From an optimization exercise on the open Yosys and OpenROAD flow, aimed at small area, a short achievable clock period and few clock cycles per item; shortcuts taken in it are not production practice.
Only simulation tests tie the RTL to the original design; equivalence was not proved.
Power is estimated from default activity; no workload was simulated.

--- design.v ---
module tdm_slot_timer_unit (
   input  logic        clock,
   input  logic        reset,
   input  logic        req_valid,
   output logic        req_ready,
   input  logic [47:0] req_now_time,
   output logic        rsp_valid,
   input  logic        rsp_ready,
   output logic [1:0]  rsp_current_slot,
   output logic        rsp_is_own,
   output logic [48:0] rsp_next_own_start,
   output logic [32:0] rsp_wait_time,
   output logic        rsp_error,
   input  logic        csr_we,
   input  logic [2:0]  csr_index,
   input  logic [15:0] csr_wdata
);
   logic [15:0] end0, end1, end2, end3;
   logic [1:0]  cm1;
   logic [1:0]  own;
   logic [15:0] end0_n, end1_n, end2_n, end3_n;
   logic [1:0]  cm1_n, own_n;
   always_comb begin
      end0_n = end0;
      end1_n = end1;
      end2_n = end2;
      end3_n = end3;
      cm1_n  = cm1;
      own_n  = own;
      if (reset) begin
         end0_n = 16'd1;
         end1_n = 16'd2;
         end2_n = 16'd3;
         end3_n = 16'd4;
         cm1_n  = 2'd3;
         own_n  = 2'd0;
      end else if (csr_we) begin
         if (csr_index == 3'd0) end0_n = csr_wdata;
         if (csr_index == 3'd1) end1_n = csr_wdata;
         if (csr_index == 3'd2) end2_n = csr_wdata;
         if (csr_index == 3'd3) end3_n = csr_wdata;
         if (csr_index == 3'd4) cm1_n = (csr_wdata[2:0] == 3'd0) ? 2'd0 :
                                        csr_wdata[2] ? 2'd3 : 2'(csr_wdata[1:0] - 2'd1);
         if (csr_index == 3'd5) own_n = csr_wdata[1:0];
      end
   end
   always_ff @(posedge clock) begin
      end0 <= end0_n;
      end1 <= end1_n;
      end2 <= end2_n;
      end3 <= end3_n;
      cm1  <= cm1_n;
      own  <= own_n;
   end
   logic [15:0] cyc;       
   logic        cz;        
   logic [15:0] ooff;      
   logic [16:0] c1;        
   logic        err;       
   logic [17:0] c3;        
   logic [15:1] hz;        
   logic [17:1] hz3;       
   logic [15:0] cyc_d, ooff_d;
   logic [17:0] c3_d;
   always_comb begin
      case (cm1)
         2'd0: cyc_d = end0;
         2'd1: cyc_d = end1;
         2'd2: cyc_d = end2;
         default: cyc_d = end3;
      endcase
      case (own)
         2'd0: ooff_d = 16'd0;
         2'd1: ooff_d = end0;
         2'd2: ooff_d = end1;
         default: ooff_d = end2;
      endcase
   end
   assign c3_d = {2'b0, cyc_d} + {1'b0, cyc_d, 1'b0};
   always_ff @(posedge clock) begin
      cyc  <= cyc_d;
      cz   <= cyc_d == 16'd0;
      ooff <= ooff_d;
      c1   <= {1'b0, cyc_d} + {1'b0, ooff_d};
      err  <= own > cm1;
      c3   <= c3_d;
   end
   always_comb begin
      hz[15] = ~cyc[15];
      for (int k = 14; k >= 1; k--) hz[k] = hz[k+1] & ~cyc[k];
      hz3[17] = ~c3[17];
      for (int k = 16; k >= 1; k--) hz3[k] = hz3[k+1] & ~c3[k];
   end
   logic        v0;
   logic [47:0] n0;
   logic [1:0] r0;
   logic        v1;
   logic [47:0] n1;
   logic [3:0] r1;
   logic        v2;
   logic [47:0] n2;
   logic [5:0] r2;
   logic        v3;
   logic [47:0] n3;
   logic [7:0] r3;
   logic        v4;
   logic [47:0] n4;
   logic [9:0] r4;
   logic        v5;
   logic [47:0] n5;
   logic [11:0] r5;
   logic        v6;
   logic [47:0] n6;
   logic [13:0] r6;
   logic        v7;
   logic [47:0] n7;
   logic [15:0] r7;
   logic        v8;
   logic [47:0] n8;
   logic [15:0] r8;
   logic        v9;
   logic [47:0] n9;
   logic [15:0] r9;
   logic        v10;
   logic [47:0] n10;
   logic [15:0] r10;
   logic        v11;
   logic [47:0] n11;
   logic [15:0] r11;
   logic        v12;
   logic [47:0] n12;
   logic [15:0] r12;
   logic        v13;
   logic [47:0] n13;
   logic [15:0] r13;
   logic        v14;
   logic [47:0] n14;
   logic [15:0] r14;
   logic        v15;
   logic [47:0] n15;
   logic [15:0] r15;
   logic        v16;
   logic [47:0] n16;
   logic         hwait;     
   logic [4:0]   hcnt;      
   logic         rdy;
   logic         out_v, skid_v;
   logic         head, leave, again, take, out_free;
   assign head     = hwait ? (hcnt == 5'd0) : v16;
   assign out_free = ~out_v | rsp_ready;
   assign leave    = head & ~skid_v;
   assign again    = v16 & ~leave;
   assign take     = req_valid & rdy;
   assign req_ready = rdy;
   wire [17:0] m1 = {2'b0, cyc};
   wire [17:0] m2 = {1'b0, cyc, 1'b0};
   wire [17:0] m3 = c3;
   wire [47:0] nin = again ? n16 : req_now_time;
   wire [17:0] m1p = {2'b0, cyc_d};
   wire [17:0] m2p = {1'b0, cyc_d, 1'b0};
   wire [17:0] m3p = c3_d;
   logic [15:1] hzp;
   logic [17:1] hz3p;
   always_comb begin
      hzp[15] = ~cyc_d[15];
      for (int k = 14; k >= 1; k--) hzp[k] = hzp[k+1] & ~cyc_d[k];
      hz3p[17] = ~c3_d[17];
      for (int k = 16; k >= 1; k--) hz3p[k] = hz3p[k+1] & ~c3_d[k];
   end
   logic [1:0] tr0;
   assign tr0 = {nin[47], nin[46]};
   logic [2:0] d0_1;
   assign d0_1 = {1'b0, tr0} - {1'b0, m1p[1:0]};
   wire ge0_1 = ~d0_1[2] & hzp[2];
   logic [2:0] d0_2;
   assign d0_2 = {1'b0, tr0} - {1'b0, m2p[1:0]};
   wire ge0_2 = ~d0_2[2] & hzp[1];
   logic [2:0] d0_3;
   assign d0_3 = {1'b0, tr0} - {1'b0, m3p[1:0]};
   wire ge0_3 = ~d0_3[2] & hz3p[2];
   logic [1:0] q0;
   assign q0 = ge0_3 ? d0_3[1:0] : ge0_2 ? d0_2[1:0] : ge0_1 ? d0_1[1:0] : tr0[1:0];
   wire [1:0] rn0 = q0;
   logic [3:0] tr2;
   assign tr2 = {r0, n0[45], n0[44]};
   logic [4:0] d2_1;
   assign d2_1 = {1'b0, tr2} - {1'b0, m1[3:0]};
   wire ge2_1 = ~d2_1[4] & hz[4];
   logic [4:0] d2_2;
   assign d2_2 = {1'b0, tr2} - {1'b0, m2[3:0]};
   wire ge2_2 = ~d2_2[4] & hz[3];
   logic [4:0] d2_3;
   assign d2_3 = {1'b0, tr2} - {1'b0, m3[3:0]};
   wire ge2_3 = ~d2_3[4] & hz3[4];
   logic [3:0] q2;
   assign q2 = ge2_3 ? d2_3[3:0] : ge2_2 ? d2_2[3:0] : ge2_1 ? d2_1[3:0] : tr2[3:0];
   wire [3:0] rn1 = q2;
   logic [5:0] tr4;
   assign tr4 = {r1, n1[43], n1[42]};
   logic [6:0] d4_1;
   assign d4_1 = {1'b0, tr4} - {1'b0, m1[5:0]};
   wire ge4_1 = ~d4_1[6] & hz[6];
   logic [6:0] d4_2;
   assign d4_2 = {1'b0, tr4} - {1'b0, m2[5:0]};
   wire ge4_2 = ~d4_2[6] & hz[5];
   logic [6:0] d4_3;
   assign d4_3 = {1'b0, tr4} - {1'b0, m3[5:0]};
   wire ge4_3 = ~d4_3[6] & hz3[6];
   logic [5:0] q4;
   assign q4 = ge4_3 ? d4_3[5:0] : ge4_2 ? d4_2[5:0] : ge4_1 ? d4_1[5:0] : tr4[5:0];
   wire [5:0] rn2 = q4;
   logic [7:0] tr6;
   assign tr6 = {r2, n2[41], n2[40]};
   logic [8:0] d6_1;
   assign d6_1 = {1'b0, tr6} - {1'b0, m1[7:0]};
   wire ge6_1 = ~d6_1[8] & hz[8];
   logic [8:0] d6_2;
   assign d6_2 = {1'b0, tr6} - {1'b0, m2[7:0]};
   wire ge6_2 = ~d6_2[8] & hz[7];
   logic [8:0] d6_3;
   assign d6_3 = {1'b0, tr6} - {1'b0, m3[7:0]};
   wire ge6_3 = ~d6_3[8] & hz3[8];
   logic [7:0] q6;
   assign q6 = ge6_3 ? d6_3[7:0] : ge6_2 ? d6_2[7:0] : ge6_1 ? d6_1[7:0] : tr6[7:0];
   wire [7:0] rn3 = q6;
   logic [9:0] tr8;
   assign tr8 = {r3, n3[39], n3[38]};
   logic [10:0] d8_1;
   assign d8_1 = {1'b0, tr8} - {1'b0, m1[9:0]};
   wire ge8_1 = ~d8_1[10] & hz[10];
   logic [10:0] d8_2;
   assign d8_2 = {1'b0, tr8} - {1'b0, m2[9:0]};
   wire ge8_2 = ~d8_2[10] & hz[9];
   logic [10:0] d8_3;
   assign d8_3 = {1'b0, tr8} - {1'b0, m3[9:0]};
   wire ge8_3 = ~d8_3[10] & hz3[10];
   logic [9:0] q8;
   assign q8 = ge8_3 ? d8_3[9:0] : ge8_2 ? d8_2[9:0] : ge8_1 ? d8_1[9:0] : tr8[9:0];
   wire [9:0] rn4 = q8;
   logic [11:0] tr10;
   assign tr10 = {r4, n4[37], n4[36]};
   logic [12:0] d10_1;
   assign d10_1 = {1'b0, tr10} - {1'b0, m1[11:0]};
   wire ge10_1 = ~d10_1[12] & hz[12];
   logic [12:0] d10_2;
   assign d10_2 = {1'b0, tr10} - {1'b0, m2[11:0]};
   wire ge10_2 = ~d10_2[12] & hz[11];
   logic [12:0] d10_3;
   assign d10_3 = {1'b0, tr10} - {1'b0, m3[11:0]};
   wire ge10_3 = ~d10_3[12] & hz3[12];
   logic [11:0] q10;
   assign q10 = ge10_3 ? d10_3[11:0] : ge10_2 ? d10_2[11:0] : ge10_1 ? d10_1[11:0] : tr10[11:0];
   wire [11:0] rn5 = q10;
   logic [13:0] tr12;
   assign tr12 = {r5, n5[35], n5[34]};
   logic [14:0] d12_1;
   assign d12_1 = {1'b0, tr12} - {1'b0, m1[13:0]};
   wire ge12_1 = ~d12_1[14] & hz[14];
   logic [14:0] d12_2;
   assign d12_2 = {1'b0, tr12} - {1'b0, m2[13:0]};
   wire ge12_2 = ~d12_2[14] & hz[13];
   logic [14:0] d12_3;
   assign d12_3 = {1'b0, tr12} - {1'b0, m3[13:0]};
   wire ge12_3 = ~d12_3[14] & hz3[14];
   logic [13:0] q12;
   assign q12 = ge12_3 ? d12_3[13:0] : ge12_2 ? d12_2[13:0] : ge12_1 ? d12_1[13:0] : tr12[13:0];
   wire [13:0] rn6 = q12;
   logic [15:0] tr14;
   assign tr14 = {r6, n6[33], n6[32]};
   logic [16:0] d14_1;
   assign d14_1 = {1'b0, tr14} - {1'b0, m1[15:0]};
   wire ge14_1 = ~d14_1[16];
   logic [16:0] d14_2;
   assign d14_2 = {1'b0, tr14} - {1'b0, m2[15:0]};
   wire ge14_2 = ~d14_2[16] & hz[15];
   logic [16:0] d14_3;
   assign d14_3 = {1'b0, tr14} - {1'b0, m3[15:0]};
   wire ge14_3 = ~d14_3[16] & hz3[16];
   logic [15:0] q14;
   assign q14 = ge14_3 ? d14_3[15:0] : ge14_2 ? d14_2[15:0] : ge14_1 ? d14_1[15:0] : tr14[15:0];
   wire [15:0] rn7 = q14;
   logic [17:0] tr16;
   assign tr16 = {r7, n7[31], n7[30]};
   logic [18:0] d16_1;
   assign d16_1 = {1'b0, tr16} - {1'b0, m1[17:0]};
   wire ge16_1 = ~d16_1[18];
   logic [18:0] d16_2;
   assign d16_2 = {1'b0, tr16} - {1'b0, m2[17:0]};
   wire ge16_2 = ~d16_2[18];
   logic [18:0] d16_3;
   assign d16_3 = {1'b0, tr16} - {1'b0, m3[17:0]};
   wire ge16_3 = ~d16_3[18];
   logic [15:0] q16;
   assign q16 = ge16_3 ? d16_3[15:0] : ge16_2 ? d16_2[15:0] : ge16_1 ? d16_1[15:0] : tr16[15:0];
   wire [15:0] rn8 = q16;
   logic [17:0] tr18;
   assign tr18 = {r8, n8[29], n8[28]};
   logic [18:0] d18_1;
   assign d18_1 = {1'b0, tr18} - {1'b0, m1[17:0]};
   wire ge18_1 = ~d18_1[18];
   logic [18:0] d18_2;
   assign d18_2 = {1'b0, tr18} - {1'b0, m2[17:0]};
   wire ge18_2 = ~d18_2[18];
   logic [18:0] d18_3;
   assign d18_3 = {1'b0, tr18} - {1'b0, m3[17:0]};
   wire ge18_3 = ~d18_3[18];
   logic [15:0] q18;
   assign q18 = ge18_3 ? d18_3[15:0] : ge18_2 ? d18_2[15:0] : ge18_1 ? d18_1[15:0] : tr18[15:0];
   wire [15:0] rn9 = q18;
   logic [17:0] tr20;
   assign tr20 = {r9, n9[27], n9[26]};
   logic [18:0] d20_1;
   assign d20_1 = {1'b0, tr20} - {1'b0, m1[17:0]};
   wire ge20_1 = ~d20_1[18];
   logic [18:0] d20_2;
   assign d20_2 = {1'b0, tr20} - {1'b0, m2[17:0]};
   wire ge20_2 = ~d20_2[18];
   logic [18:0] d20_3;
   assign d20_3 = {1'b0, tr20} - {1'b0, m3[17:0]};
   wire ge20_3 = ~d20_3[18];
   logic [15:0] q20;
   assign q20 = ge20_3 ? d20_3[15:0] : ge20_2 ? d20_2[15:0] : ge20_1 ? d20_1[15:0] : tr20[15:0];
   wire [15:0] rn10 = q20;
   logic [17:0] tr22;
   assign tr22 = {r10, n10[25], n10[24]};
   logic [18:0] d22_1;
   assign d22_1 = {1'b0, tr22} - {1'b0, m1[17:0]};
   wire ge22_1 = ~d22_1[18];
   logic [18:0] d22_2;
   assign d22_2 = {1'b0, tr22} - {1'b0, m2[17:0]};
   wire ge22_2 = ~d22_2[18];
   logic [18:0] d22_3;
   assign d22_3 = {1'b0, tr22} - {1'b0, m3[17:0]};
   wire ge22_3 = ~d22_3[18];
   logic [15:0] q22;
   assign q22 = ge22_3 ? d22_3[15:0] : ge22_2 ? d22_2[15:0] : ge22_1 ? d22_1[15:0] : tr22[15:0];
   wire [15:0] rn11 = q22;
   logic [17:0] tr24;
   assign tr24 = {r11, n11[23], n11[22]};
   logic [18:0] d24_1;
   assign d24_1 = {1'b0, tr24} - {1'b0, m1[17:0]};
   wire ge24_1 = ~d24_1[18];
   logic [18:0] d24_2;
   assign d24_2 = {1'b0, tr24} - {1'b0, m2[17:0]};
   wire ge24_2 = ~d24_2[18];
   logic [18:0] d24_3;
   assign d24_3 = {1'b0, tr24} - {1'b0, m3[17:0]};
   wire ge24_3 = ~d24_3[18];
   logic [15:0] q24;
   assign q24 = ge24_3 ? d24_3[15:0] : ge24_2 ? d24_2[15:0] : ge24_1 ? d24_1[15:0] : tr24[15:0];
   wire [15:0] rn12 = q24;
   logic [17:0] tr26;
   assign tr26 = {r12, n12[21], n12[20]};
   logic [18:0] d26_1;
   assign d26_1 = {1'b0, tr26} - {1'b0, m1[17:0]};
   wire ge26_1 = ~d26_1[18];
   logic [18:0] d26_2;
   assign d26_2 = {1'b0, tr26} - {1'b0, m2[17:0]};
   wire ge26_2 = ~d26_2[18];
   logic [18:0] d26_3;
   assign d26_3 = {1'b0, tr26} - {1'b0, m3[17:0]};
   wire ge26_3 = ~d26_3[18];
   logic [15:0] q26;
   assign q26 = ge26_3 ? d26_3[15:0] : ge26_2 ? d26_2[15:0] : ge26_1 ? d26_1[15:0] : tr26[15:0];
   wire [15:0] rn13 = q26;
   logic [17:0] tr28;
   assign tr28 = {r13, n13[19], n13[18]};
   logic [18:0] d28_1;
   assign d28_1 = {1'b0, tr28} - {1'b0, m1[17:0]};
   wire ge28_1 = ~d28_1[18];
   logic [18:0] d28_2;
   assign d28_2 = {1'b0, tr28} - {1'b0, m2[17:0]};
   wire ge28_2 = ~d28_2[18];
   logic [18:0] d28_3;
   assign d28_3 = {1'b0, tr28} - {1'b0, m3[17:0]};
   wire ge28_3 = ~d28_3[18];
   logic [15:0] q28;
   assign q28 = ge28_3 ? d28_3[15:0] : ge28_2 ? d28_2[15:0] : ge28_1 ? d28_1[15:0] : tr28[15:0];
   wire [15:0] rn14 = q28;
   logic [17:0] tr30;
   assign tr30 = {r14, n14[17], n14[16]};
   logic [18:0] d30_1;
   assign d30_1 = {1'b0, tr30} - {1'b0, m1[17:0]};
   wire ge30_1 = ~d30_1[18];
   logic [18:0] d30_2;
   assign d30_2 = {1'b0, tr30} - {1'b0, m2[17:0]};
   wire ge30_2 = ~d30_2[18];
   logic [18:0] d30_3;
   assign d30_3 = {1'b0, tr30} - {1'b0, m3[17:0]};
   wire ge30_3 = ~d30_3[18];
   logic [15:0] q30;
   assign q30 = ge30_3 ? d30_3[15:0] : ge30_2 ? d30_2[15:0] : ge30_1 ? d30_1[15:0] : tr30[15:0];
   wire [15:0] rn15 = q30;
   logic [15:0] pr;
   logic        phi;
   logic        g0, g1, g2, g3;
   logic [1:0]  pcur;
   logic        plap, pown, pfz;
   logic [17:0] pda, pdb, pd;
   assign pr  = r15;
   assign phi = ~cz | (n15[47:32] == 16'd0);
   assign g0 = phi & (end0 > pr);
   assign g1 = phi & (end1 > pr) & (cm1 >= 2'd1);
   assign g2 = phi & (end2 > pr) & (cm1 >= 2'd2);
   assign g3 = phi & (end3 > pr) & (cm1 == 2'd3);
   assign pcur = g0 ? 2'd0 : g1 ? 2'd1 : g2 ? 2'd2 : g3 ? 2'd3 : cm1;
   assign plap = pcur >= own;
   assign pown = (pcur == own) & ~err;
   assign pfz  = n15[15:0] == 16'd0;
   assign pda  = {2'b0, ooff} + {2'b11, ~pr} + {17'd0, pfz};
   assign pdb  = {1'b0, c1} + {2'b11, ~pr} + {17'd0, pfz};
   assign pd   = plap ? pdb : pda;
   logic [1:0]  sc;
   logic        so, sz, sf;
   logic [17:0] sd;
   logic [32:0] pstart;
   logic [32:0] pwait;
   logic [15:0] pnf;
   logic [68:0] res;
   assign pstart = err ? 33'd0 : cz ? {17'd0, ooff} :
                   {1'b0, n16[47:16]} + {{15{sd[17]}}, sd} + {32'd0, ~sf};
   assign pnf    = 16'd0 - n16[15:0];
   assign pwait  = (sz | sd[17]) ? 33'd0 : {sd[16:0], pnf};
   assign res    = {sc, so, pstart, pwait};
   logic         hwait_n;
   logic [4:0]   hcnt_n;
   logic         skid_n;
   always_comb begin
      hwait_n = hwait;
      hcnt_n  = hcnt - 5'd1;
      if (head) begin
         hwait_n = ~leave;
         hcnt_n  = 5'd16;
      end
      skid_n = skid_v ? ~out_free : (leave & ~out_free);
   end
   logic [68:0] out_q;
   logic [68:0] skid_q;
   always_ff @(posedge clock) begin
      if (reset) begin
         v0 <= 1'b0;
         v1 <= 1'b0;
         v2 <= 1'b0;
         v3 <= 1'b0;
         v4 <= 1'b0;
         v5 <= 1'b0;
         v6 <= 1'b0;
         v7 <= 1'b0;
         v8 <= 1'b0;
         v9 <= 1'b0;
         v10 <= 1'b0;
         v11 <= 1'b0;
         v12 <= 1'b0;
         v13 <= 1'b0;
         v14 <= 1'b0;
         v15 <= 1'b0;
         v16 <= 1'b0;
         hwait  <= 1'b0;
         hcnt   <= '0;
         out_v  <= 1'b0;
         rdy    <= 1'b1;
         skid_v <= 1'b0;
      end else begin
         v0 <= again | take;
         v1 <= v0;
         v2 <= v1;
         v3 <= v2;
         v4 <= v3;
         v5 <= v4;
         v6 <= v5;
         v7 <= v6;
         v8 <= v7;
         v9 <= v8;
         v10 <= v9;
         v11 <= v10;
         v12 <= v11;
         v13 <= v12;
         v14 <= v13;
         v15 <= v14;
         v16 <= v15;
         hwait <= hwait_n;
         hcnt  <= hcnt_n;
         rdy    <= ~hwait_n & ~(v15 & skid_n);
         skid_v <= skid_n;
         if (out_free) out_v <= skid_v | leave;
      end
   end
   always_ff @(posedge clock) begin
      n0 <= nin;
      r0 <= rn0;
      n1 <= n0;
      r1 <= rn1;
      n2 <= n1;
      r2 <= rn2;
      n3 <= n2;
      r3 <= rn3;
      n4 <= n3;
      r4 <= rn4;
      n5 <= n4;
      r5 <= rn5;
      n6 <= n5;
      r6 <= rn6;
      n7 <= n6;
      r7 <= rn7;
      n8 <= n7;
      r8 <= rn8;
      n9 <= n8;
      r9 <= rn9;
      n10 <= n9;
      r10 <= rn10;
      n11 <= n10;
      r11 <= rn11;
      n12 <= n11;
      r12 <= rn12;
      n13 <= n12;
      r13 <= rn13;
      n14 <= n13;
      r14 <= rn14;
      n15 <= n14;
      r15 <= rn15;
      n16 <= n15;
      sc <= pcur;
      so <= pown;
      sz <= ~phi | err;
      sf <= pfz;
      sd <= pd;
   end
   always_ff @(posedge clock) begin
      if (~skid_v & leave & ~out_free) skid_q <= res;
      if (out_free) out_q <= skid_v ? skid_q : res;
   end
   assign rsp_valid          = out_v;
   assign rsp_current_slot   = out_q[68:67];
   assign rsp_is_own         = out_q[66];
   assign rsp_next_own_start = {out_q[65:33], 16'd0};
   assign rsp_wait_time      = out_q[32:0];
   assign rsp_error          = err;
endmodule
--- flow/run.sh ---
#!/bin/bash
# Standard layout; the repair steps aim at a larger setup margin but work on
# the worst endpoints only.
set -euo pipefail
bash standard.sh SETUP_SLACK_MARGIN=6.5 TNS_END_PERCENT=5 finish > standard.log 2>&1
--- standard.sh ---
#!/bin/bash
# synth_recipe.tcl (not shown) runs the flow's synth.tcl, then flattens the netlist and writes it again
# the make line also repeats each setting of config.mk as NAME=value (left out here)
make -C /OpenROAD-flow-scripts/flow DESIGN_CONFIG=/design/flow/config.mk WORK_HOME=/design/flow/orfs CLKGATE_MAP_FILE= SYNTH_SCRIPT=/design/flow/synth_recipe.tcl "${@:-finish}"
--- config.mk ---
export PLATFORM = sky130hd
export DESIGN_NAME = tdm_slot_timer_unit
export DESIGN_NICKNAME = tdm_slot_timer_unit
export VERILOG_FILES = /design/flow/design.v
export SDC_FILE = /design/flow/constraint.sdc
export NUM_CORES = 4
export LEC_CHECK = 0
export CAP_MARGIN = 20
export CORE_MARGIN = 2
export CORE_UTILIZATION = 40
export SLEW_MARGIN = 20
--- constraint.sdc ---
create_clock -name core_clock -period 10.0 [get_ports {clock}]
set_input_delay 2.0000 -clock core_clock [delete_from_list [all_inputs] [get_ports {clock}]]
set_output_delay 2.0000 -clock core_clock [all_outputs]
set_load 0.01 [all_outputs]
==> results.sh, run 1 <==
export IMPL_fmax_ghz=0.270
export IMPL_fill_cells=15800
export IMPL_num_io_pins=160
export IMPL_drtPass1Iterations=5
export IMPL_finish_instance_area_mm2=0.0798
export IMPL_yosys_area_share_xor_xnor_pct=6.14
export IMPL_instances_no_fill=9650
export IMPL_slowest_delay_ps=570
export IMPL_antenna_left=0
export IMPL_routed_wl_um=188000
export IMPL_dp_cells=9268
export IMPL_report_final_slew_viol_count=0
export IMPL_ctsHoldBuffers=0
export IMPL_tightest_slew_ps=1060
export IMPL_ys_seq_elements=1339
export IMPL_crit_family="buffers and inverters"
export IMPL_relSlewSlack_pct=29.2
export IMPL_synth_area_top_cells="dfxtp_1 35%, ha_1 14%, edfxtp_1 6.1%"
export IMPL_syn_area_mm2=0.0679
export IMPL_synth_simple_gate_area_share_pct=12.7
export IMPL_wl_per_cell_um=19.5
export IMPL_drt_initial_drc_count=3549
export IMPL_syn_inst=6979
export IMPL_clock_path_buffers=3
export IMPL_powerDensity_mw_per_mm2=344
export IMPL_crit_start="out_q[30]"
export IMPL_cts_tree="yes"
export IMPL_rows=151
export IMPL_grt_overflow_total=0
export IMPL_cp_end_kind="output pin"
export IMPL_die_w_um=416
export IMPL_synth_common_cells="1201 x dfxtp_1, 741 x ha_1, 569 x nand2_1, 491 x a21oi_1, 481 x nor2_1"
export IMPL_grt_total_usage_pct=21.0
export IMPL_core_area_mm2=0.169
export IMPL_avgViaCountPerCell=5.40
export IMPL_synth_most_common_cell="dfxtp_1"
export IMPL_post_synth_num_cell_types=90
export IMPL_cts_sinks=1339
export IMPL_nets=8187
export IMPL_muxShareOfSynthArea_pct=5.43
export IMPL_drv_cap=0
export IMPL_final_hold_viol_count=0
export IMPL_dp_slack_ps=5230
export IMPL_final_util_pct=47.2
export IMPL_area_growth_pct=17.5
export IMPL_rrSetupSlack_ps=6360
export IMPL_h_tree_depth=4
export IMPL_yosys_warnings=1
export IMPL_vias=52100
export IMPL_antenna_found_initial=9
export IMPL_die_h_um=416
export IMPL_fin_ws_ps=6290
export IMPL_start_kind="register"
export IMPL_yosysTopAreaCell="dfxtp_1"
export IMPL_synthAdderAreaFrac_pct=15.2
export IMPL_crit_reg2reg_launch="n16[16]"
export IMPL_worstHoldEndpoint="n4[35]"
export IMPL_period_share_pct=37.1
export IMPL_crit_chain="clkdlybuf4s50_1"
export IMPL_grt_max_degree=89
export IMPL_port_buffers=143
export IMPL_critPathMaxFanout=1
export IMPL_reg2reg_depth=12
export IMPL_post_route_drc_count=0
export IMPL_synth_compound_area_share_pct=16.2
export IMPL_outcome="finished clean"
export IMPL_synth_top_family_by_area="compound AO/OA/AOI/OAI gates"
export IMPL_first_global_vias=50300
export IMPL_hold_ws_ps=305
export IMPL_min_from="n3[35]"
export IMPL_place_congestion=0.885
export IMPL_final_setup_tns_ps=0
export IMPL_start_util_pct=40.2
export IMPL_finClkSkew_ps=68.5
export IMPL_path_clk_slew_ps=60
export IMPL_clk_insertion_delay_late_ps=800
export IMPL_cp_data_required_time_ps=8000
export IMPL_synth_edf_count=138
export IMPL_final_layout_size_suffix_gt1_share_pct=12.2
export IMPL_rsz0062_at_grt="yes"
export IMPL_synthFlopType="dfxtp_1"
export IMPL_syn_area_per_cell_um2=9.73
export IMPL_worstReg2RegEnd="out_q[50]"
export IMPL_crit_arrival_ps=1710
export IMPL_placed_cell_area_mm2=0.0721
export IMPL_grt_pass1_wl_um=286000
export IMPL_synth_top_area_share_pct=35.4
export IMPL_cts_buffers=139
export IMPL_p_leak_nw=33.5
export IMPL_hold_class="register to register"
export IMPL_final_min_clock_period_ps=3710
export IMPL_die_area_mm2=0.173
export IMPL_path_buf_inv=1
export IMPL_crit_type="register to output pin"
export IMPL_cpMaxStageDelayCell="clkdlybuf4s50_1"
export IMPL_setup_viol=0
export IMPL_holdPathStages=0
export IMPL_power_mw=27.4
export IMPL_ys_seq_area_share_pct=41.5
export IMPL_async_reset_ff_share_pct=0
export IMPL_cts_root_buf="clkbuf_16"
export IMPL_ir_worst_vdd_mv=0.190
export IMPL_dp_hpwl_um=130000
[cell usage in the layout (no fill, tap or decap), drive strengths merged, types with 25 or more instances in the layout]
cell type         n
o31ai            58
fa               53
nand2           570
mux2i           170
inv             314
a21boi           70
ha              741
and2             42
o21bai           25
o21ai           438
o211ai           68
nor3            133
a31o             25
o41ai            26
nand3           103
a211oi           50
nor2            481
clkinv           32
xor2            186
nor4             38
nand2b          112
a21oi           495
clkdlybuf4s50   124
dfxtp          1201
mux2            136
edfxtp          138
and3             34
o21a             89
clkbuf          200
a21o            159
or3              58
nor2b           169
buf             190
a31oi            43
xnor2           290
[worst max-delay path by stage]
stage / end / slack (ps) / cells past startpoint
global placement: r12[15] / 5220 / 14
floorplan: skid_q[0] / 5910 / 2
detailed placement: r12[15] / 5230 / 14
global route: r0[0] / 6240 / 19
finish: rsp_wait_time[30] / 6290 / 1
CTS: out_q[64] / 6240 / 11
[power breakdown]
part / leakage (nW) / internal [mW] / switching [mW]
combinational: 19.6 / 6.70 / 8.17
clock: 2.36 / 3.06 / 2.29
sequential: 11.5 / 6.36 / 0.851
[layer usage]
layer	GRT usage, %	part of all wire, %	up-vias
li1	-	-	25700
met3	2.55	4.2	326
met2	34.5	46	1145
met5	0	0.022	-
met4	7.03	3.3	6
met1	28.5	47	25000
[cell type report]
| cell class | count | area [µm²] | area share (%) |
|---|---|---|---|
| Clock inverter | 53 | 759 | 0.952 |
| Antenna cell | 1 | 2.50 | 0.00314 |
| Sequential cell | 1339 | 28200 | 35.4 |
| Tap cell | 2218 | 2780 | 3.48 |
| Inverter | 316 | 1230 | 1.54 |
| Clock buffer | 198 | 4100 | 5.14 |
| Timing Repair Buffer | 340 | 3340 | 4.18 |
| Multi-Input combinational cell | 5185 | 39300 | 49.3 |
[state kept, by name (all words and copies together) (netlist names), 17 cells and up]
register	flops
c1	17
c3	18
n0	48
n1	48
n10	48
n11	48
n12	48
n13	48
n14	48
n15	48
n16	48
n2	48
n3	48
n4	48
n5	48
n6	48
n7	48
n8	48
n9	48
out_q	69
sd	18
skid_q	69
[what timing repair did]
action	CTS	global route
endpoints found under the setup margin	333	330
setup buffers	65	47
gates resized for setup	208	246
cloned	11	7
pin swaps	35	84
[kinds of logic after synthesis]
kind of cell / after synthesis
AND/OR/NAND/NOR: 1829
AO/OA/AOI/OAI: 1735
flip-flops: 1339
adder cells (fa/ha/maj): 795
buffers and inverters: 478
XOR/XNOR: 476
multiplexers: 326
other: 1
Testbench counts, summed over its fixed seeds: cycles 8,144, items 8,000.
==> run 2: changes to the inputs <==
==> flow/run.sh (replaced) <==
#!/bin/bash
# Standard layout; the repair steps aim at a larger setup margin but work on
# the worst endpoints only; clock tree sinks are clustered in larger groups.
set -euo pipefail
bash standard.sh SETUP_SLACK_MARGIN=6.5 TNS_END_PERCENT=5 CTS_CLUSTER_SIZE=25 CTS_CLUSTER_DIAMETER=100 finish > standard.log 2>&1
==> run 2 against run 1 <==
Effect of this change:
- synthesized area unchanged
- non-clock buffer count up 21
- sequential power about the same
- clock skew down 28 ps
- register-to-register slack worse by 20 ps
- core utilization down 1.4 points
- hold slack worse by 6.8 ps
- clock-buffer cell count down 111
==> results.sh, run 2 <==
export IMPL_setup_viol=0
export IMPL_final_common_cell="dfxtp_1"
export IMPL_fin_ws_ps=6340
export IMPL_final_hold_viol_count=0
export IMPL_antenna_found_initial=5
export IMPL_grt_total_usage_pct=20.8
export IMPL_largest_registers="out_q: 69 flops, skid_q: 69 flops"
export IMPL_grt_pass1_wl_um=284000
export IMPL_ys_seq_elements=1339
export IMPL_synthAdderAreaFrac_pct=15.2
export IMPL_fmax_ghz=0.273
export IMPL_synth_top_area_share_pct=35.4
export IMPL_reg2reg_depth=14
export IMPL_synth_compound_area_share_pct=16.2
export IMPL_outcome="finished clean"
export IMPL_final_cell_mix="1172 x dfxtp_1, 722 x ha_1, 564 x nand2_1"
export IMPL_clock_path_buffers=3
export IMPL_grt_overflow_total=0
export IMPL_post_route_drc_count=0
export IMPL_syn_area_mm2=0.0679
export IMPL_drt_initial_drc_count=3645
export IMPL_placed_cell_area_mm2=0.0721
export IMPL_synth_common_cells="1201 x dfxtp_1, 741 x ha_1, 569 x nand2_1, 491 x a21oi_1, 481 x nor2_1"
export IMPL_vias=51600
export IMPL_start_kind="register"
export IMPL_crit_start="err"
export IMPL_synth_edf_count=138
export IMPL_final_setup_tns_ps=0
export IMPL_nets=8141
export IMPL_holdPathStages=0
export IMPL_worstReg2RegEnd="r0[0]"
export IMPL_ctsHoldBuffers=0
export IMPL_die_w_um=416
export IMPL_rows=151
export IMPL_min_from="n9[19]"
export IMPL_synth_most_common_cell="dfxtp_1"
export IMPL_finish_instance_area_mm2=0.0775
export IMPL_syn_area_per_cell_um2=9.73
export IMPL_post_synth_num_cell_types=90
export IMPL_crit_arrival_ps=1660
export IMPL_core_area_mm2=0.169
export IMPL_h_tree_depth=3
export IMPL_hold_class="register to register"
export IMPL_final_layout_size_suffix_gt1_share_pct=10.8
export IMPL_period_share_pct=36.6
export IMPL_ir_worst_vdd_mv=0.170
export IMPL_drv_cap=0
export IMPL_cts_sinks=1339
export IMPL_rrSetupSlack_ps=6340
export IMPL_antenna_left=0
export IMPL_cts_tree="yes"
export IMPL_wl_per_cell_um=19.7
export IMPL_finClkSkew_ps=40.3
export IMPL_synth_top_family_by_area="compound AO/OA/AOI/OAI gates"
export IMPL_cp_data_required_time_ps=8000
export IMPL_cts_root_buf="clkbuf_16"
export IMPL_place_congestion=0.885
export IMPL_report_final_slew_viol_count=0
export IMPL_p_leak_nw=32.3
export IMPL_synthFlopType="dfxtp_1"
export IMPL_relSlewSlack_pct=29.0
export IMPL_die_h_um=416
export IMPL_dp_slack_ps=5230
export IMPL_avgViaCountPerCell=5.42
export IMPL_area_growth_pct=14.1
export IMPL_yosys_warnings=1
export IMPL_cts_buffers=72
export IMPL_cp_end_kind="output pin"
export IMPL_syn_inst=6979
export IMPL_worstHoldEndpoint="n10[19]"
export IMPL_fill_cells=16000
export IMPL_powerDensity_mw_per_mm2=329
export IMPL_rsz0062_at_grt="yes"
export IMPL_start_util_pct=40.2
export IMPL_die_area_mm2=0.173
export IMPL_grt_max_degree=89
export IMPL_final_min_clock_period_ps=3660
export IMPL_final_util_pct=45.9
export IMPL_drtPass1Iterations=6
export IMPL_muxShareOfSynthArea_pct=5.43
export IMPL_yosys_area_share_xor_xnor_pct=6.14
export IMPL_synth_area_top_cells="dfxtp_1 35%, ha_1 14%, edfxtp_1 6.1%"
export IMPL_routed_wl_um=188000
export IMPL_num_io_pins=160
export IMPL_critPathMaxFanout=33
export IMPL_async_reset_ff_share_pct=0
export IMPL_ys_seq_area_share_pct=41.5
export IMPL_tightest_slew_ps=1060
export IMPL_crit_type="register to output pin"
export IMPL_port_buffers=143
export IMPL_dp_hpwl_um=130000
export IMPL_hold_ws_ps=298
export IMPL_yosysTopAreaCell="dfxtp_1"
export IMPL_crit_reg2reg_launch="cm1[0]"
export IMPL_first_global_vias=49700
export IMPL_clk_insertion_delay_late_ps=720
export IMPL_path_clk_slew_ps=100
export IMPL_synth_simple_gate_area_share_pct=12.7
## run 2: cell types whose count changed in the layout (fill, tap and decap cells not counted), sizes merged, moves of 2 or more
cell and delta:
buf +20, clkbuf -109, clkdlybuf4s50 +2, clkinv -21, inv +4, clkinvlp -7, bufinv -5
## run 2: repair_timing
action                                  CTS  global route
setup buffers                            75            54
resized for setup                       237           231
hold endpoints to repair                  0             0
endpoints found under the setup margin  333           322
gates cloned                             13             9
pin swaps                                46            79
## run 2: report_power, final
group,switching (mW),internal (mW)
sequential,0.855,6.35
combinational,8.20,6.76
clock,1.88,1.42
## run 2: cell type report
| cell class | instances | area, µm² | area share (%) |
|---|---|---|---|
| clock buffers | 87 | 1900 | 2.45 |
| well taps | 2218 | 2780 | 3.58 |
| clock inverters | 24 | 349 | 0.451 |
| diodes | 1 | 2.50 | 0.00323 |
| multi-input cells | 5185 | 39400 | 50.8 |
| inverters | 316 | 1230 | 1.59 |
| repair buffers | 361 | 3610 | 4.66 |
| flip-flops and latches | 1339 | 28200 | 36.4 |
## run 2: worst max path at each step
stage / to / slack [ps] / cells past startpoint
after floorplan: skid_q[0] / 5910 / 2
after global placement: r12[15] / 5220 / 14
after detailed placement: r12[15] / 5230 / 14
after CTS: sd[17] / 6290 / 20
after global routing: r12[2] / 6170 / 16
final: rsp_error / 6340 / 2
## run 2: cell families after synthesis
kind of cell | count (synthesis)
AOI/OAI and AO/OA | 1735
xor gates and xnor gates | 476
adders and majority gates | 795
buffers and inverters | 478
DFF | 1339
muxes | 326
other | 1
and+or+nand+nor | 1829
## run 2: stage by stage
stage               instances  total power, mW
finish                   9531             25.5
global route             9530             27.5
detailed placement       9268             21.0
global placement         9268             20.7
floorplan                6994             17.7
CTS                      9467             24.8
## run 2: critical path, cell delays in order (launching register included)
cell           delay, ps
dfxtp_1              360
buf_8                230
dlygate4sd2_1        340
## run 2: layer usage
layer | wire (µm) | GRT usage, %
met2 | 86900 | 34.4
met4 | 5590 | 6.00
met3 | 7380 | 2.37
met1 | 88300 | 28.4
met5 | 0 | 0
==> run 3: changes to the inputs <==
==> flow/run.sh (replaced) <==
#!/bin/bash
# Standard layout, with these changes to how it is made:
#  - ports are buffered with buf_4 cells;
#  - the repair steps aim at a larger setup margin but work on the worst
#    endpoints only;
#  - clock tree sinks are clustered in larger groups.
set -euo pipefail
bash standard.sh SETUP_SLACK_MARGIN=7.0 TNS_END_PERCENT=5 \
  CTS_CLUSTER_SIZE=25 CTS_CLUSTER_DIAMETER=100 \
  BUFFER_PORTS_ARGS="-buffer_cell sky130_fd_sc_hd__buf_4" finish > standard.log 2>&1
==> run 3 against run 2 <==
Effect of this change:
- register-to-register slack lost 97 ps
- synthesized area is the same
- routed wire length grew 0.25%
- via count grew 0.50%
- global-route usage shrank 0.17 points
- cell count grew 0.56%
- setup slack lost 97 ps
- hold slack gained 7.5 ps
- largest cell class unchanged
- final area grew 0.21%
- die area is the same
- clock power is essentially flat
==> results.sh, run 3 <==
export IMPL_setup_viol=0
export IMPL_cp_end_kind="register"
export IMPL_fmax_ghz=0.266
export IMPL_die_area_mm2=0.173
export IMPL_grt_max_degree=82
export IMPL_antenna_found_initial=11
export IMPL_ys_seq_elements=1339
export IMPL_grt_total_usage_pct=20.6
export IMPL_path_buf_inv=4
export IMPL_async_reset_ff_share_pct=0
export IMPL_final_cell_mix="1178 x dfxtp_1, 720 x ha_1, 564 x nand2_1"
export IMPL_critPathMaxFanout=20
export IMPL_synth_area_top_cells="dfxtp_1 35%, ha_1 14%, edfxtp_1 6.1%"
export IMPL_vias=51900
export IMPL_synth_top_family_by_area="compound AO/OA/AOI/OAI gates"
export IMPL_rsz0062_at_grt="yes"
export IMPL_ctsHoldBuffers=0
export IMPL_largest_registers="out_q: 69 flops, skid_q: 69 flops"
export IMPL_place_congestion=0.909
export IMPL_clk_insertion_delay_late_ps=720
export IMPL_post_route_drc_count=0
export IMPL_finClkSkew_ps=41.0
export IMPL_final_min_clock_period_ps=3760
export IMPL_yosysTopAreaCell="dfxtp_1"
export IMPL_p_leak_nw=32.7
export IMPL_hold_class="register to register"
export IMPL_grt_overflow_total=0
export IMPL_first_global_vias=49600
export IMPL_synthAdderAreaFrac_pct=15.2
export IMPL_relSlewSlack_pct=32.8
export IMPL_synth_compound_area_share_pct=16.2
export IMPL_final_hold_viol_count=0
export IMPL_yosys_area_share_xor_xnor_pct=6.14
export IMPL_port_buffers=143
export IMPL_grt_pass1_wl_um=281000
export IMPL_start_util_pct=40.2
export IMPL_start_kind="register"
export IMPL_slowest_delay_ps=410
export IMPL_synth_simple_gate_area_share_pct=12.7
export IMPL_tightest_slew_ps=1010
export IMPL_ys_seq_area_share_pct=41.5
export IMPL_powerDensity_mw_per_mm2=332
export IMPL_cts_buffers=73
export IMPL_yosys_warnings=1
export IMPL_die_h_um=416
export IMPL_core_area_mm2=0.169
export IMPL_nets=8190
export IMPL_cp_data_required_time_ps=10600
export IMPL_multiInputGateArea_mm2=0.0395
export IMPL_rows=151
export IMPL_instances_no_fill=9584
export IMPL_final_common_cell="dfxtp_1"
export IMPL_synth_common_cells="1201 x dfxtp_1, 741 x ha_1, 569 x nand2_1, 491 x a21oi_1, 481 x nor2_1"
export IMPL_fill_cells=15900
export IMPL_synth_most_common_cell="dfxtp_1"
export IMPL_avgViaCountPerCell=5.42
export IMPL_dp_slack_ps=5330
export IMPL_final_setup_tns_ps=0
export IMPL_drv_cap=0
export IMPL_final_layout_size_suffix_gt1_share_pct=13.6
export IMPL_seq_area_mm2=0.0282
export IMPL_syn_area_mm2=0.0679
export IMPL_post_synth_num_cell_types=90
export IMPL_routed_wl_um=189000
export IMPL_num_io_pins=160
export IMPL_cts_sinks=1339
export IMPL_wl_per_cell_um=19.7
export IMPL_antenna_left=0
export IMPL_path_clk_slew_ps=90
export IMPL_outcome="finished clean"
export IMPL_h_tree_depth=3
export IMPL_drtPass1Iterations=6
export IMPL_crit_path_frequent_cell="buf_12"
export IMPL_drt_initial_drc_count=3452
export IMPL_cts_root_buf="clkbuf_16"
export IMPL_crit_type="register to register"
export IMPL_crit_chain="buf_12 -> buf_12 -> buf_12 -> ha_2 -> fa_1 -> nor2b_1 -> o21ai_0 -> a21bo_2 -> a211o_1 -> a21oi_2 -> o2111a_1 -> nor2_1 -> buf_4 -> a2111oi_1 -> a211oi_1 -> o32ai_1"
export IMPL_cts_tree="yes"
export IMPL_syn_inst=6979
export IMPL_synth_edf_count=138
export IMPL_power_mw=25.8
export IMPL_fin_ws_ps=6240
export IMPL_synthFlopType="dfxtp_1"
export IMPL_final_util_pct=46.0
export IMPL_area_growth_pct=14.4
export IMPL_syn_area_per_cell_um2=9.73
export IMPL_clock_path_buffers=3
export IMPL_ir_worst_vdd_mv=0.173
export IMPL_period_share_pct=37.6
export IMPL_synth_top_area_share_pct=35.4
export IMPL_die_w_um=416
export IMPL_dp_hpwl_um=130000
export IMPL_crit_arrival_ps=4350
export IMPL_report_final_slew_viol_count=0
export IMPL_muxShareOfSynthArea_pct=5.43
export IMPL_crit_family="compound AO/OA/AOI/OAI gates"
export IMPL_cpMaxStageDelayCell="fa_1"
export IMPL_dp_cells=9269
-- run 3: cell counts after synthesis --
Identical to the previous run, type by type.
-- run 3: final cells by class --
type / instances / share of cell area [%]
Tap cell: 2218 / 3.57
Clock buffer: 88 / 2.45
Antenna cell: 4 / 0.0129
Multi-Input combinational cell: 5190 / 50.9
Timing Repair Buffer: 404 / 4.59
Clock inverter: 25 / 0.545
Inverter: 316 / 1.58
Sequential cell: 1339 / 36.4
-- run 3: repair_timing --
action	CTS	global route
pin swaps	46	82
buffers inserted	84	89
hold endpoints to repair	0	0
endpoints found under the setup margin	404	362
cloned	9	16
gates resized for setup	234	238
-- run 3: final timing paths --
check | depth (start not counted) | end | slack (ps) | start
worst max-delay path | 16 | r14[13] | 6240 | c3[0]
worst min-delay path | 0 | n12[20] | 310 | n11[20]
worst max register to register | 16 | r14[13] | 6240 | c3[0]
worst min register to register | 0 | n12[20] | 310 | n11[20]
-- run 3: report_power, final --
part           internal, mW  total, mW  switching, mW
clock                  1.43       3.33           1.89
combinational          6.91       15.2           8.32
sequential             6.36       7.22          0.865
total                  14.7       25.8           11.1
-- run 3: cell families (layout without fill, tap and decap cells) --
family	Yosys count	after routing
fa+ha+maj	795	795
mux	326	326
flops	1339	1339
buf+inv	478	833
compound gates	1735	1746
other cells	1	20
simple gates	1829	1831
xor+xnor	476	476
-- run 3: routing by layer --
metal | share of wire, % | GRT usage (%)
met5 | 0.026 | 0
met4 | 3.8 | 7.47
met3 | 3.9 | 2.54
met2 | 45 | 33.5
met1 | 47 | 28.1
-- run 3: stage by stage --
step | hold WS (ps) | instance area, µm²
floorplan | 310 | 68000
global placement | 310 | 71700
detailed placement | 312 | 71700
CTS | 303 | 75800
global route | 313 | 77600
finish | 306 | 77600
==> run 4: changes to the inputs <==
==> flow/run.sh (replaced) <==
#!/bin/bash
# Standard layout, with these changes to how it is made:
#  - ports are buffered with buf_4 cells;
#  - the repair steps aim at a larger setup margin but work on the worst
#    endpoints only;
#  - clock tree sinks are clustered in larger groups;
#  - cells are placed more densely.
set -euo pipefail
bash standard.sh SETUP_SLACK_MARGIN=6.5 TNS_END_PERCENT=5 \
  CTS_CLUSTER_SIZE=30 CTS_CLUSTER_DIAMETER=100 PLACE_DENSITY=0.75 \
  BUFFER_PORTS_ARGS="-buffer_cell sky130_fd_sc_hd__buf_4" finish > standard.log 2>&1
==> run 4 against run 3 <==
Effect of this change:
- fmax rose by 1.9%
- setup slack improved by 72 ps
- cell count fell by 0.89%
- clock-buffer cell count fell by 15
- die area did not move
- register-to-register slack improved by 70 ps
- sequential power barely moved
- power fell by 2.6%
- non-clock buffer count fell by 63
- via count rose by 2.4%
- hold slack got worse by 16 ps
==> results.sh, run 4 <==
export IMPL_antenna_found_initial=14
export IMPL_setup_viol=0
export IMPL_start_util_pct=40.2
export IMPL_relSlewSlack_pct=16.8
export IMPL_muxShareOfSynthArea_pct=5.43
export IMPL_final_min_clock_period_ps=3680
export IMPL_ys_seq_elements=1339
export IMPL_yosys_area_share_xor_xnor_pct=6.14
export IMPL_post_route_drc_count=0
export IMPL_core_area_mm2=0.169
export IMPL_report_final_slew_viol_count=0
export IMPL_synth_top_family_by_area="compound AO/OA/AOI/OAI gates"
export IMPL_syn_area_per_cell_um2=9.73
export IMPL_synth_top_area_share_pct=35.4
export IMPL_p_leak_nw=32.1
export IMPL_synthAdderAreaFrac_pct=15.2
export IMPL_path_clk_slew_ps=110
export IMPL_finClkSkew_ps=67.3
export IMPL_final_common_cell="dfxtp_1"
export IMPL_grt_total_usage_pct=20.1
export IMPL_tightest_slew_ps=1250
export IMPL_cts_buffers=60
export IMPL_wl_per_cell_um=19.6
export IMPL_hold_ws_ps=290
export IMPL_rsz0062_at_grt="yes"
export IMPL_largest_registers="out_q: 69 flops, skid_q: 69 flops"
export IMPL_outcome="finished clean"
export IMPL_grt_pass1_wl_um=279000
export IMPL_fill_cells=15500
export IMPL_final_hold_viol_count=0
export IMPL_synth_edf_count=138
export IMPL_die_h_um=416
export IMPL_hold_class="register to register"
export IMPL_yosys_warnings=1
export IMPL_cts_sinks=1339
export IMPL_routed_wl_um=186000
export IMPL_nets=8112
export IMPL_antenna_left=0
export IMPL_ys_seq_area_share_pct=41.5
export IMPL_crit_arrival_ps=4260
export IMPL_cp_end_kind="register"
export IMPL_place_congestion=0.920
export IMPL_die_w_um=416
export IMPL_first_global_vias=50800
export IMPL_drv_cap=0
export IMPL_seq_area_mm2=0.0282
export IMPL_synth_most_common_cell="dfxtp_1"
export IMPL_crit_path_frequent_cell="a31oi_1"
export IMPL_dp_hpwl_um=128000
export IMPL_clk_insertion_delay_late_ps=740
export IMPL_critPathMaxFanout=6
export IMPL_start_kind="register"
export IMPL_synth_simple_gate_area_share_pct=12.7
export IMPL_syn_inst=6979
export IMPL_synthFlopType="dfxtp_1"
export IMPL_drt_initial_drc_count=4507
export IMPL_num_io_pins=160
export IMPL_post_synth_num_cell_types=90
export IMPL_vias=53100
export IMPL_die_area_mm2=0.173
export IMPL_crit_chain="mux4_2 -> buf_12 -> ha_1 -> ha_2 -> a211oi_2 -> o211ai_1 -> a31oi_1 -> xnor2_1 -> or4_4 -> nor3_4 -> a31oi_1 -> mux2i_1"
export IMPL_cts_root_buf="clkbuf_16"
export IMPL_fin_ws_ps=6320
export IMPL_syn_area_mm2=0.0679
export IMPL_area_growth_pct=12.6
export IMPL_drtPass1Iterations=7
export IMPL_grt_max_degree=82
export IMPL_period_share_pct=36.8
export IMPL_dp_slack_ps=5160
export IMPL_final_setup_tns_ps=0
export IMPL_h_tree_depth=2
export IMPL_async_reset_ff_share_pct=0
export IMPL_fmax_ghz=0.271
export IMPL_final_util_pct=45.3
export IMPL_port_buffers=143
export IMPL_instances_no_fill=9499
export IMPL_ir_worst_vdd_mv=0.181
export IMPL_yosysTopAreaCell="dfxtp_1"
export IMPL_grt_overflow_total=0
export IMPL_final_layout_size_suffix_gt1_share_pct=12.2
export IMPL_multiInputGateArea_mm2=0.0393
export IMPL_powerDensity_mw_per_mm2=328
export IMPL_path_buf_inv=1
export IMPL_avgViaCountPerCell=5.59
export IMPL_slowest_delay_ps=590
export IMPL_crit_family="compound AO/OA/AOI/OAI gates"
export IMPL_dp_cells=9261
export IMPL_synth_compound_area_share_pct=16.2
export IMPL_crit_type="register to register"
export IMPL_synth_area_top_cells="dfxtp_1 35%, ha_1 14%, edfxtp_1 6.1%"
export IMPL_final_cell_mix="1174 x dfxtp_1, 723 x ha_1, 564 x nand2_1"
export IMPL_cpMaxStageDelayCell="mux4_2"
export IMPL_clock_path_buffers=3
export IMPL_cp_data_required_time_ps=10570
export IMPL_synth_common_cells="1201 x dfxtp_1, 741 x ha_1, 569 x nand2_1, 491 x a21oi_1, 481 x nor2_1"
export IMPL_rows=151
export IMPL_cts_tree="yes"
-- run 4: cell counts after synthesis --
No cell type changed its count.
-- run 4: cell families (layout without fill, tap and decap cells) --
| family | count (synthesis) | in the layout |
|---|---|---|
| AOI/OAI and AO/OA | 1735 | 1745 |
| xor gates and xnor gates | 476 | 476 |
| adders and majority gates | 795 | 795 |
| buffers and inverters | 478 | 751 |
| DFF | 1339 | 1339 |
| muxes | 326 | 326 |
| other | 1 | 19 |
| and+or+nand+nor | 1829 | 1830 |
-- run 4: layout make-up --
type | instances | area share [%]
Clock buffer | 73 | 2.03
Timing Repair Buffer | 341 | 3.96
Antenna cell | 3 | 0.00982
Inverter | 316 | 1.59
Sequential cell | 1339 | 36.9
Multi-Input combinational cell | 5188 | 51.4
Clock inverter | 21 | 0.434
Tap cell | 2218 | 3.63
-- run 4: per-stage QoR --
stage / total power [mW] / instance area [µm²]
after floorplan: 17.7 / 68000
after global placement: 20.4 / 71700
after detailed placement: 20.8 / 71700
after CTS: 24.3 / 75000
after global routing: 26.9 / 76400
final: 25.1 / 76400
-- run 4: worst paths after layout --
path	from	depth (start not counted)	slack, ps	to
max	cm1[0]	12	6320	r0[0]
min	n11[25]	0	290	n12[25]
max reg2reg	cm1[0]	12	6320	r0[0]
min reg2reg	n11[25]	0	290	n12[25]
-- run 4: layer usage --
layer,track usage [%],wire (µm),vias up
met4,8.99,8620,14
met3,2.67,12600,438
li1,-,-,25500
met5,0,97,-
met1,26.8,81100,25400
met2,32.6,83900,1824
-- run 4: what timing repair did --
action,4_1_cts,5_1_grt
cloned,10,12
buffers inserted,68,50
resized for setup,193,236
hold buffers,0,0
endpoints found under the setup margin,263,246
pin swaps,26,89
hold endpoints to repair,0,0
-- run 4: report_power, final --
part | total (mW) | switching, mW | internal [mW]
sequential | 7.23 | 0.877 | 6.35
combinational | 14.9 | 8.27 | 6.63
clock | 2.97 | 1.76 | 1.21

re-timing with driven ports:
In the flow no input, the clock included, has a driving cell. The finished layouts below were timed again as built, in two steps. Step 1, drivers: a clkbuf_16 drives clock and a buf_2 each remaining input, both assumed. Step 2, shift: input delay + t, output delay - t, t = (earliest + latest rising clock arrival at the registers) / 2. This alone moves slack from input paths to output paths. a / b / c = no drivers / after step 1 / after step 2; a / b = the first two.
run | t, ns | setup slack, ns | latest minus earliest clock arrival (ns)
run 1 | 0.851 | 6.294 / 6.211 / 5.643 | 0.074 / 0.074
run 2 | 0.786 | 6.341 / 6.260 / 5.728 | 0.041 / 0.041
run 3 | 0.782 | 6.244 / 6.244 / 5.801 | 0.045 / 0.045
run 4 | 0.781 | 6.316 / 6.316 / 5.894 | 0.067 / 0.067
After both steps every run listed still meets setup and hold. The setup slack of run 1, which loses most, moves by -0.083 ns with the drivers and by -0.651 ns with both steps.
